Context: an optimization exercise on an open-source flow, tuned for small area. The choices shown serve that exercise and are no tape-out recipe.
The RTL was checked by simulation tests, not by an equivalence proof against the original design.
Power is estimated from default activity; no workload was simulated.

==> design/flow/config.mk <==
export PLATFORM = sky130hd
export DESIGN_NAME = datapath
export DESIGN_NICKNAME = datapath
export VERILOG_FILES = /design/flow/design.v
export SDC_FILE = /design/flow/constraint.sdc
export NUM_CORES = 8
export LEC_CHECK = 0
export CAP_MARGIN = 20
export CORE_MARGIN = 2
export CORE_UTILIZATION = 30
export SLEW_MARGIN = 20
==> design/flow/constraint.sdc <==
create_clock -name core_clock -period 12.0 [get_ports {clk}]
set_input_delay 2.4000 -clock core_clock [delete_from_list [all_inputs] [get_ports {clk}]]
set_output_delay 2.4000 -clock core_clock [all_outputs]
set_load 0.01 [all_outputs]
==> design/flow/design.v <==
`default_nettype none
package datapath_pkg;
    localparam logic [1:0]  c_OP_DP  = 2'b00;
    localparam logic [1:0]  c_OP_MEM = 2'b01;
    localparam logic [1:0]  c_OP_BR  = 2'b10;
    localparam logic [3:0]  c_CMD_AND = 4'b0000;
    localparam logic [3:0]  c_CMD_SUB = 4'b0010;
    localparam logic [3:0]  c_CMD_ADD = 4'b0100;
    localparam logic [3:0]  c_CMD_ORR = 4'b1100;
    localparam logic [3:0]  c_CMD_MOV = 4'b1101;
    localparam logic [31:0] c_RESET_PC = 32'h0000_0000;
    localparam int          c_NUM_REGS = 15;
endpackage
`default_nettype wire
`default_nettype none
module datapath_regfile
(
    input  logic        clk,
    input  logic        rst,
    input  logic        i_we,
    input  logic [3:0]  i_waddr,
    input  logic [31:0] i_wdata,
    input  logic [3:0]  i_raddr_a,
    input  logic [3:0]  i_raddr_b,
    input  logic [3:0]  i_raddr_c,
    output logic [31:0] o_rdata_a,
    output logic [31:0] o_rdata_b,
    output logic [31:0] o_rdata_c
);
    logic [31:0] w_regs [datapath_pkg::c_NUM_REGS];
    for (genvar i = 0; i < datapath_pkg::c_NUM_REGS; i++) begin : g_reg
        logic [31:0] r_q;
        always_ff @(posedge clk) begin
            if (rst) begin
                r_q <= '0;
            end else if (i_we && (i_waddr == 4'(i))) begin
                r_q <= i_wdata;
            end
        end
        assign w_regs[i] = r_q;
    end
    function automatic logic [31:0] f_read(input logic [3:0] addr);
        f_read = (addr == 4'd15) ? 32'h0 : w_regs[addr];
    endfunction
    assign o_rdata_a = f_read(i_raddr_a);
    assign o_rdata_b = f_read(i_raddr_b);
    assign o_rdata_c = f_read(i_raddr_c);
endmodule
`default_nettype wire
`default_nettype none
module datapath
#(
    parameter logic [31:0] RESET_PC = datapath_pkg::c_RESET_PC
)
(
    input  logic        clk,
    input  logic        reset,
    input  logic [31:0] instr,
    input  logic [31:0] read_data,
    output logic [31:0] pc,
    output logic [31:0] addr_data,
    output logic [31:0] write_data,
    output logic        we
);
    logic [31:0] r_pc;
    logic [1:0]  w_op;
    logic        w_imm;
    logic [3:0]  w_cmd;
    logic [3:0]  w_rn;
    logic [3:0]  w_rd;
    logic [3:0]  w_rm;
    logic        w_up;
    logic        w_load;
    logic        w_unused_cond;
    assign w_op          = instr[27:26];
    assign w_imm         = instr[25];
    assign w_cmd         = instr[24:21];
    assign w_up          = instr[23];
    assign w_load        = instr[20];
    assign w_rn          = instr[19:16];
    assign w_rd          = instr[15:12];
    assign w_rm          = instr[3:0];
    assign w_unused_cond = &instr[31:28];
    logic [31:0] w_pc_plus4;
    logic [31:0] w_pc_plus8;
    assign w_pc_plus4 = r_pc + 32'd4;
    assign w_pc_plus8 = r_pc + 32'd8;
    logic [31:0] w_rf_rn;
    logic [31:0] w_rf_rd;
    logic [31:0] w_rf_rm;
    logic        w_reg_we;
    logic        w_wen;
    logic [31:0] w_wval;
    datapath_regfile u_regfile (
        .clk       (clk),
        .rst       (reset),
        .i_we      (w_reg_we),
        .i_waddr   (w_rd),
        .i_wdata   (w_wval),
        .i_raddr_a (w_rn),
        .i_raddr_b (w_rd),
        .i_raddr_c (w_rm),
        .o_rdata_a (w_rf_rn),
        .o_rdata_b (w_rf_rd),
        .o_rdata_c (w_rf_rm)
    );
    logic [31:0] w_src1;
    logic [31:0] w_rd_val;
    logic [31:0] w_rm_val;
    logic [31:0] w_src2;
    assign w_src1   = (w_rn == 4'd15) ? w_pc_plus8 : w_rf_rn;
    assign w_rd_val = (w_rd == 4'd15) ? w_pc_plus8 : w_rf_rd;
    assign w_rm_val = (w_rm == 4'd15) ? w_pc_plus8 : w_rf_rm;
    assign w_src2   = w_imm ? {24'h0, instr[7:0]} : w_rm_val;
    logic [31:0] w_alu_result;
    logic        w_alu_valid;
    always_comb begin
        w_alu_result = '0;
        w_alu_valid  = 1'b0;
        case (w_cmd)
            datapath_pkg::c_CMD_ADD: begin w_alu_result = w_src1 + w_src2; w_alu_valid = 1'b1; end
            datapath_pkg::c_CMD_SUB: begin w_alu_result = w_src1 - w_src2; w_alu_valid = 1'b1; end
            datapath_pkg::c_CMD_AND: begin w_alu_result = w_src1 & w_src2; w_alu_valid = 1'b1; end
            datapath_pkg::c_CMD_ORR: begin w_alu_result = w_src1 | w_src2; w_alu_valid = 1'b1; end
            datapath_pkg::c_CMD_MOV: begin w_alu_result = w_src2;          w_alu_valid = 1'b1; end
            default:   begin w_alu_result = '0;              w_alu_valid = 1'b0; end
        endcase
    end
    logic [31:0] w_mem_offset;
    logic [31:0] w_mem_addr;
    logic [31:0] w_br_offset;
    logic [31:0] w_br_target;
    assign w_mem_offset = {20'h0, instr[11:0]};
    assign w_mem_addr   = w_up ? (w_src1 + w_mem_offset) : (w_src1 - w_mem_offset);
    assign w_br_offset  = {{6{instr[23]}}, instr[23:0], 2'b00};
    assign w_br_target  = w_pc_plus8 + w_br_offset;
    logic [31:0] w_addr;
    logic        w_we_raw;
    logic [31:0] w_next_pc;
    always_comb begin
        w_addr    = '0;
        w_we_raw  = 1'b0;
        w_wen     = 1'b0;
        w_wval    = w_alu_result;
        w_next_pc = w_pc_plus4;
        case (w_op)
            datapath_pkg::c_OP_DP: begin
                w_addr = w_alu_result;
                w_wen  = w_alu_valid;
            end
            datapath_pkg::c_OP_MEM: begin
                w_addr   = w_mem_addr;
                w_we_raw = ~w_load;
                w_wen    = w_load;
                w_wval   = read_data;
            end
            datapath_pkg::c_OP_BR: begin
                w_addr    = w_br_target;
                w_next_pc = w_br_target;
            end
            default: begin
                w_addr = '0;
            end
        endcase
    end
    assign w_reg_we = w_wen & ~reset & (w_rd != 4'd15);
    always_ff @(posedge clk) begin
        if (reset) begin
            r_pc <= RESET_PC;
        end else begin
            r_pc <= w_next_pc;
        end
    end
    assign pc         = r_pc;
    assign addr_data  = w_addr;
    assign write_data = w_rd_val;
    assign we         = w_we_raw & ~reset;
endmodule
`default_nettype wire
==> design/flow/run.sh <==
#!/bin/bash
# synth_recipe.tcl (not shown) runs the flow's synth.tcl, then flattens the netlist and writes it again
# the make line also repeats each setting of config.mk as NAME=value (left out here)
make -C /OpenROAD-flow-scripts/flow DESIGN_CONFIG=/design/flow/config.mk WORK_HOME=/design/flow/orfs CLKGATE_MAP_FILE= SYNTH_SCRIPT=/design/flow/synth_recipe.tcl finish
==> notes.md <==
* Path category of the worst min-delay check: reg2reg
* Xor/xnor share of the synthesized area at 3.87%
* RSZ-0062 raised after global routing: yes
* Slowest Stage Delay on Critical Path at 0.51 ns
* Area of the mapped netlist at 36300 sq um
* Data required time of the worst path at 9.60 ns
* Compound-Gate Fraction of Synth Area at 32.8%
* Most frequent cells in the layout: 1011 x nand2_1, 583 x a21oi_1, 510 x dfxtp_1
* Yosys cell types at 118
* TritonCTS clock tree: done
* Die height at 352 um
* Switch Pwr at 1.53 mW
* Pre-antenna DRT Iters at 14
* H-Tree Depth at 2
* Sequential cell area at 10200 sq um
* Post-Syn Area per Cell at 7.27 sq um
* Layout Area Growth over Synthesis at 18.2%
* Most frequent CP cell: buf_4
* First-pass GRT wire length at 292000 um
* CP arrival at 9.40 ns
* Layout Skew at 0.0300 ns
* Worst reg2reg path depth at 25
* Critical path fanouts, max at 18
* Routed Antenna Nets at 0
* Commonest non-fill, non-tap cell in the layout: nand2_1
* GR Overflow Total at 0
* I/O Buffers at 156
* Initial antenna violation count at 10
* Mapped Cells at 4989
* #FFs+latches synth at 510
* Synth warn at 3
* Total number of vias at 44100
* P_int at 3.14 mW
* Routed length per instance at 31.0 um
* Switching Share at 32.7%
* Setup CP Type: in2out
* Die area at 124000 sq um
* Worst skew pair latency at 0.68 ns
* Filler Cells Inserted at 12500
* FP Rows at 127
* Core Area at 120000 sq um
* Final Instance Area at 42800 sq um
* Pre-CTS setup slack at -0.126 ns
* Number of flops mapped to enable cells by yosys at 0
* Gate power share at 21.6%
* Crit. End Element: primary output
* Power, Total at 4.67 mW
* Final hold vios at 0
* Number of global-route vias before repair at 40700
* Via density at 6.54
* WL final at 209000 um
* Status: finished clean
* Worst Max-Slew Pin Slew at 1.30 ns
* Nets@finish at 5251
* Initial core utilization at 30.2%
* Hold Path Origin: u_regfile.g_reg[9].r_q[28]
* Max Slew Vio Count at 0
* Critical path launch point: instr[1]
* Die X at 352 um
* Drt drc at 0
* Setup-failing EPs final at 0
* Simple-gate portion of the synthesized area at 23.3%
* Post-Place Cell Area at 40700 sq um
* DP HPWL at 135000 um
* Largest family of logic cells by synthesized area: compound AO/OA/AOI/OAI gates
* CTS Hold Bufs at 0
* Main synth FF type: dfxtp_1
* Clk buf depth at 3
* Part of the Yosys area used for sequential elements at 28.2%
* Async set-reset flop share out of synthesis at 0%
* PD cells at 109 nW/um^2
* Minimum clock period at 11.80 ns
* WHS Path Cells at 2
* Setup slack after layout at 0.201 ns
* FMAX at 0.0847 GHz
* CTS buffer count at 57
* Routability cong. at 1.02
* Final critical-path share of the clock period at 98.3%
* Relative slew slack at 13.2%
* Post-Synth Adder-Cell Area at 3.65%
* Slowest CP cell: clkdlybuf4s50_1
* GRT Total Usage at 32.3%
* Clk root buf: clkbuf_16
* Clk slew on worst S/H paths at 0.06 ns
* Mux contribution to synthesized area at 1.83%
* Reg2reg start: r_pc[3]
* Share of total power in the clock network at 41.3%
* Max-Cap Viols at 0
* Initial DRC count at 8884
* Multi-input gate area at 24100 sq um
* CTS sink count at 510
* Share of cells above drive strength 1 at 12.1%
* Pleak at 15.2 nW
* Pin count of the biggest net entering global routing at 207
* Sequential share of power at 37.0%
* VDD IR max at 0.116 mV
* IO Count at 163
* Startpoint class of the critical path: input port
metrics by stage:
stage | instances | setup TNS (ns) | util, % | hold WS, ns
after floorplan | 4990 | 0 | - | 0.455
after global placement | 6630 | -0.275 | 33.9 | 0.474
after detailed placement | 6630 | -0.288 | 33.9 | 0.479
after CTS | 6735 | 0 | 35.6 | 0.488
after global routing | 6739 | -0.0373 | 35.7 | 0.503
final | 6744 | 0 | 35.7 | 0.494
layer usage:
metal / share of wire [%] / GRT usage [%] / up-vias
li1: - / - / 18600
met1: 37 / 39.7 / 20500
met2: 40 / 46.9 / 3826
met3: 15 / 12.0 / 1087
met4: 8.4 / 21.6 / 12
met5: 0.045 / 0 / -
power by group through the flow:
stage / Combinational (mW) / Clock, mW / Sequential, mW
global placement: 0.948 / 0 / 1.77
CTS: 0.959 / 1.93 / 1.73
global route: 1.04 / 1.99 / 1.73
detailed placement: 0.954 / 0 / 1.77
floorplan: 0.541 / 0 / 1.76
finish: 1.01 / 1.93 / 1.73
layout make-up:
cell class                      instances  area share, %
Multi-Input combinational cell       3961           56.3
Sequential cell                       510           23.8
Timing Repair Buffer                  484           9.86
Tap cell                             1612           4.71
Clock buffer                           74           3.81
Clock inverter                         31          0.864
Inverter                               67          0.593
Antenna cell                            5         0.0292
synth_stat cells, types with 56 or more instances:
library cell | number | area share [%]
a21o_1 | 56 | 1.2
a21oi_1 | 589 | 8.1
a221oi_1 | 69 | 1.7
a222oi_1 | 91 | 2.5
a22oi_1 | 367 | 7.6
buf_1 | 61 | 0.63
buf_2 | 72 | 0.99
clkbuf_1 | 280 | 2.9
dfxtp_1 | 510 | 28
ha_1 | 101 | 3.5
inv_1 | 66 | 0.68
nand2_1 | 1026 | 11
nand3_1 | 250 | 3.5
nand4_1 | 84 | 1.4
nor2_1 | 230 | 2.4
o21ai_0 | 190 | 2.6
o22ai_1 | 70 | 1.2
xnor2_1 | 87 | 2.1
xor2_1 | 73 | 1.8
worst max-delay path, delay by kind of cell:
kind	cells	cell delay, ns
xor+xnor	1	0.15
compound gates	12	2.66
simple gates	7	1.61
buf+inv	8	2.06
fa+ha+maj	2	0.50
timing repair:
| action | in CTS | in global routing |
|---|---|---|
| pin swaps | 0 | 2 |
| gates resized for setup | 2 | 22 |
| setup endpoints to repair | 5 | 12 |
| endpoints found under the hold margin | 0 | 0 |
| buffers inserted | 0 | 2 |
| gates cloned | 0 | 0 |
final timing paths:
kind | end | slack [ns]
hold / removal | u_regfile.g_reg[9].r_q[28] | 0.49
setup reg to reg | u_regfile.g_reg[2].r_q[23] | 4.77
setup / recovery | addr_data[27] | 0.20
hold reg to reg | u_regfile.g_reg[9].r_q[28] | 0.49
logic make-up after synthesis:
logic type	Yosys count
simple gates	1874
xor+xnor	160
flops	510
other cells	1
compound gates	1762
fa+ha+maj	104
mux	59
buf+inv	519
flip-flops by register name, indices dropped and copies added, names as in the netlist:
register	count
u_regfile.g.r_q	480
r_pc	30

## static timing again, ports no longer ideal
The results above use ideal ports. As a check the final layout listed here was re-extracted and re-timed, cells and wires unchanged.
Step 1, drivers: a clkbuf_16 drives clk and a buf_2 each remaining input, both assumed.
Step 2, shift: input delay + t, output delay - t, t = (earliest + latest rising clock arrival at the registers) / 2. This alone moves slack from input paths to output paths.
Three values: no drivers, after step 1, after step 2; two values: the first two.
t, ns: 0.739
setup WS [ns]: 0.201 / 0.171 / 0.171
clock arrival spread, ns: 0.030 / 0.030
After both steps this run still meets setup and hold. The setup slack of this run moves by -0.030 ns with the drivers and by -0.030 ns with both steps.
